Background: an optimization exercise with open tools, aiming at small area and a short achievable clock period. Do not read the settings as production practice. In this exercise RTL edits were held to simulation tests only and were not proved equivalent to the original. Power is estimated from default activity; no workload was simulated.

==> module decode_issue, before the edit <==
module decode_issue (
    input  logic        clk_i,
    input  logic        rst_ni,
    input  logic        instr_valid_i,
    output logic        instr_ready_o,
    input  logic [31:0] instr_i,
    input  logic [31:0] pc_i,
    output logic        ex_valid_o,
    input  logic        ex_ready_i,
    output logic [31:0] a_o,
    output logic [31:0] b_o,
    output logic [2:0]  funct3_o,
    output logic        funct7_o,
    output logic        pc_add_o,
    output logic [4:0]  rd_o,
    input  logic        wb_valid_i,
    input  logic [4:0]  wb_rd_i,
    input  logic [31:0] wb_data_i,
    output logic        illegal_o
);
    logic [6:0]  opcode_s;
    logic [4:0]  rd_s, rs1_s, rs2_s;
    logic [2:0]  funct3_s;
    logic        is_op, is_imm, is_lui, is_auipc, legal_s, shift_s;
    logic        use_rs1_s, use_rs2_s;
    logic        fwd1_s, fwd2_s;
    logic        hazard_s, ex_free_s, accept_s;
    logic [1023:0] regs_s;
    logic [31:0] vld_s;
    logic [31:0] dec1_s, dec2_s, sel1_s, sel2lo_s, sel2hi_s;
    logic [31:0] wbdec_s, rowok_s, pclr_s;
    logic [31:0] rf1_s;
    logic [4:0]  rf2lo_s;
    logic [26:0] rf2hi_s;
    logic [31:0] a_d, b_d, imm_s;
    logic [31:0] a_q, b_q;
    logic [2:0]  funct3_q;
    logic        funct7_q, pc_add_q;
    logic [4:0]  rd_q;
    logic        ex_valid_q, illegal_q;
    logic [31:1] pend_q;
    logic [31:0] pend_s;
    assign opcode_s = instr_i[6:0];
    assign rd_s     = instr_i[11:7];
    assign funct3_s = instr_i[14:12];
    assign rs1_s    = instr_i[19:15];
    assign rs2_s    = instr_i[24:20];
    regfile u_regfile (
        .clk_i (clk_i),
        .rst_ni(rst_ni),
        .we_i  (wb_valid_i),
        .wa_i  (wb_rd_i),
        .wd_i  (wb_data_i),
        .regs_o(regs_s),
        .vld_o (vld_s)
    );
    assign is_op     = (opcode_s == decode_issue_pkg::OPC_OP);
    assign is_imm    = (opcode_s == decode_issue_pkg::OPC_OP_IMM);
    assign is_lui    = (opcode_s == decode_issue_pkg::OPC_LUI);
    assign is_auipc  = (opcode_s == decode_issue_pkg::OPC_AUIPC);
    assign legal_s   = is_op || is_imm || is_lui || is_auipc;
    assign shift_s   = (funct3_s[1:0] == 2'b01);
    assign use_rs1_s = !(is_lui || is_auipc);
    assign use_rs2_s = is_op;
    assign fwd1_s = wb_valid_i && (wb_rd_i == rs1_s) && (rs1_s != 5'd0);
    assign fwd2_s = wb_valid_i && (wb_rd_i == rs2_s) && (rs2_s != 5'd0);
    for (genvar i = 0; i < 32; i++) begin : g_row
        assign wbdec_s[i]  = wb_valid_i && (wb_rd_i == i);
        assign rowok_s[i]  = vld_s[i] && !wbdec_s[i];
        assign pclr_s[i]   = pend_s[i] && !wbdec_s[i];
        assign dec1_s[i]   = (rs1_s == i);
        assign dec2_s[i]   = (rs2_s == i);
    end
    assign sel1_s   = dec1_s & rowok_s & {32{use_rs1_s}};
    assign sel2lo_s = dec2_s & rowok_s & {32{is_op}};
    assign sel2hi_s = dec2_s & rowok_s & {32{is_op && !shift_s}};
    always_comb begin
        rf1_s   = 32'd0;
        rf2lo_s = 5'd0;
        rf2hi_s = 27'd0;
        for (int i = 1; i < 32; i++) begin
            rf1_s   = rf1_s   | (regs_s[32*i +: 32]   & {32{sel1_s[i]}});
            rf2lo_s = rf2lo_s | (regs_s[32*i +: 5]    & {5{sel2lo_s[i]}});
            rf2hi_s = rf2hi_s | (regs_s[32*i+5 +: 27] & {27{sel2hi_s[i]}});
        end
    end
    assign pend_s = {pend_q, 1'b0};
    assign hazard_s = (use_rs1_s && |(dec1_s & pclr_s)) ||
                      (use_rs2_s && |(dec2_s & pclr_s));
    assign ex_free_s     = !ex_valid_q || ex_ready_i;
    assign instr_ready_o = ex_free_s && !hazard_s;
    assign accept_s      = instr_valid_i && instr_ready_o;
    always_comb begin
        if (is_op) begin
            imm_s = 32'd0;
        end else if (is_lui || is_auipc) begin
            imm_s = {instr_i[31:12], 12'd0};
        end else if (shift_s) begin
            imm_s = {27'd0, instr_i[24:20]};
        end else begin
            imm_s = {{20{instr_i[31]}}, instr_i[31:20]};
        end
    end
    assign a_d = rf1_s | ({32{use_rs1_s && fwd1_s}} & wb_data_i) | ({32{is_auipc}} & pc_i);
    assign b_d[4:0]  = rf2lo_s | ({5{is_op && fwd2_s}} & wb_data_i[4:0]) | imm_s[4:0];
    assign b_d[31:5] = rf2hi_s | ({27{is_op && !shift_s && fwd2_s}} & wb_data_i[31:5]) | imm_s[31:5];
    always_ff @(posedge clk_i) begin
        if (ex_free_s) begin
            a_q      <= a_d;
            b_q      <= b_d;
            funct3_q <= (is_lui || is_auipc) ? 3'b000 : funct3_s;
            funct7_q <= ((is_op || is_imm) && shift_s) || is_op ? ~instr_i[30] : 1'b1;
            pc_add_q <= is_auipc;
            rd_q     <= rd_s;
        end
    end
    always_ff @(posedge clk_i or negedge rst_ni) begin
        if (!rst_ni) begin
            ex_valid_q <= 1'b0;
            illegal_q  <= 1'b0;
        end else begin
            ex_valid_q <= !ex_free_s || (accept_s && legal_s);
            illegal_q  <= accept_s && !legal_s;
        end
    end
    for (genvar i = 1; i < 32; i++) begin : g_pend
        always_ff @(posedge clk_i or negedge rst_ni) begin
            if (!rst_ni) begin
                pend_q[i] <= 1'b0;
            end else if (accept_s && legal_s && (rd_s == i)) begin
                pend_q[i] <= 1'b1;
            end else if (wbdec_s[i]) begin
                pend_q[i] <= 1'b0;
            end
        end
    end
    assign ex_valid_o = ex_valid_q;
    assign illegal_o  = illegal_q;
    assign a_o        = a_q;
    assign b_o        = b_q;
    assign funct3_o   = funct3_q;
    assign funct7_o   = funct7_q;
    assign pc_add_o   = pc_add_q;
    assign rd_o       = rd_q;
endmodule
clock: 5.0 ns
lec_check: 0
cap_margin: 20
core_margin: 2
core_utilization: 45
setup_slack_margin: 1.5
slew_margin: 20
standard.sh (not shown) runs the stock make flow with config.mk's settings and CLKGATE_MAP_FILE= SYNTH_SCRIPT=/design/flow/synth_recipe.tcl, a recipe that flattens the netlist after the stock synthesis.
==> flow/flow/run.sh <==
#!/bin/bash
# Standard layout, with the port buffers made of buf_2 cells instead of the
# delay buffers buffer_ports picks on its own. The whole make output is kept
# in standard.log; each ORFS step keeps its own log under orfs/logs/.
set -uo pipefail
export BUFFER_PORTS_ARGS="-buffer_cell sky130_fd_sc_hd__buf_2"
bash standard.sh > standard.log 2>&1
Then changed:
--- a/flow/design.v
+++ b/flow/design.v
@@ -57,13 +57,13 @@
     logic        use_rs1_s, use_rs2_s;
     logic        fwd1_s, fwd2_s;
     logic        hazard_s, ex_free_s, accept_s;
     logic [1023:0] regs_s;
     logic [31:0] vld_s;
     logic [31:0] dec1_s, dec2_s, sel1_s, sel2lo_s, sel2hi_s;
-    logic [31:0] wbdec_s, rowok_s, pclr_s;
+    logic [31:0] wbdec_s, rowok_s;
     logic [31:0] rf1_s;
     logic [4:0]  rf2lo_s;
     logic [26:0] rf2hi_s;
     logic [31:0] a_d, b_d, imm_s;
     logic [31:0] a_q, b_q;
     logic [2:0]  funct3_q;
@@ -96,13 +96,12 @@
     assign use_rs2_s = is_op;
     assign fwd1_s = wb_valid_i && (wb_rd_i == rs1_s) && (rs1_s != 5'd0);
     assign fwd2_s = wb_valid_i && (wb_rd_i == rs2_s) && (rs2_s != 5'd0);
     for (genvar i = 0; i < 32; i++) begin : g_row
         assign wbdec_s[i]  = wb_valid_i && (wb_rd_i == i);
         assign rowok_s[i]  = vld_s[i] && !wbdec_s[i];
-        assign pclr_s[i]   = pend_s[i] && !wbdec_s[i];
         assign dec1_s[i]   = (rs1_s == i);
         assign dec2_s[i]   = (rs2_s == i);
     end
     assign sel1_s   = dec1_s & rowok_s & {32{use_rs1_s}};
     assign sel2lo_s = dec2_s & rowok_s & {32{is_op}};
     assign sel2hi_s = dec2_s & rowok_s & {32{is_op && !shift_s}};
@@ -114,14 +113,14 @@
             rf1_s   = rf1_s   | (regs_s[32*i +: 32]   & {32{sel1_s[i]}});
             rf2lo_s = rf2lo_s | (regs_s[32*i +: 5]    & {5{sel2lo_s[i]}});
             rf2hi_s = rf2hi_s | (regs_s[32*i+5 +: 27] & {27{sel2hi_s[i]}});
         end
     end
     assign pend_s = {pend_q, 1'b0};
-    assign hazard_s = (use_rs1_s && |(dec1_s & pclr_s)) ||
-                      (use_rs2_s && |(dec2_s & pclr_s));
+    assign hazard_s = (use_rs1_s && |(dec1_s & pend_s) && !fwd1_s) ||
+                      (use_rs2_s && |(dec2_s & pend_s) && !fwd2_s);
     assign ex_free_s     = !ex_valid_q || ex_ready_i;
     assign instr_ready_o = ex_free_s && !hazard_s;
     assign accept_s      = instr_valid_i && instr_ready_o;
     always_comb begin
         if (is_op) begin
             imm_s = 32'd0;
Synthesized cell count is lower by 2.4%.
Power is lower by 0.64%.
Design area is lower by 1.3%.
Count of clock-buffer cells in the layout is higher by 7.
Final cell count is lower by 1.1%.
Maximum frequency is higher by 12%.

what the ideal ports hide:
The results above use ideal ports. As a check the final layouts listed here were re-extracted and re-timed, cells and wires unchanged. Step 1 assumes that a clkbuf_16 drives the clock port and a buf_2 every other input. Step 2 times the ports against the registers' clock, not the clock port: input delays grow and output delays shrink by t, the midpoint of the rising clock arrivals with the driver on. Three values: ideal ports, drivers, drivers and shift; two values: the first two.
run | t, ns | setup WS [ns] | hold WS [ns]
the first run | 0.799 | 0.869 / 0.788 / 0.641 | 0.358 / 0.314 / 0.469
the second run | 0.823 | 1.306 / 1.230 / 0.624 | 0.285 / 0.234 / 0.466
After both steps setup and hold are still met in every run listed. For the second run, which loses most, drivers alone change the setup slack by -0.076 ns; drivers and shift together by -0.682 ns.
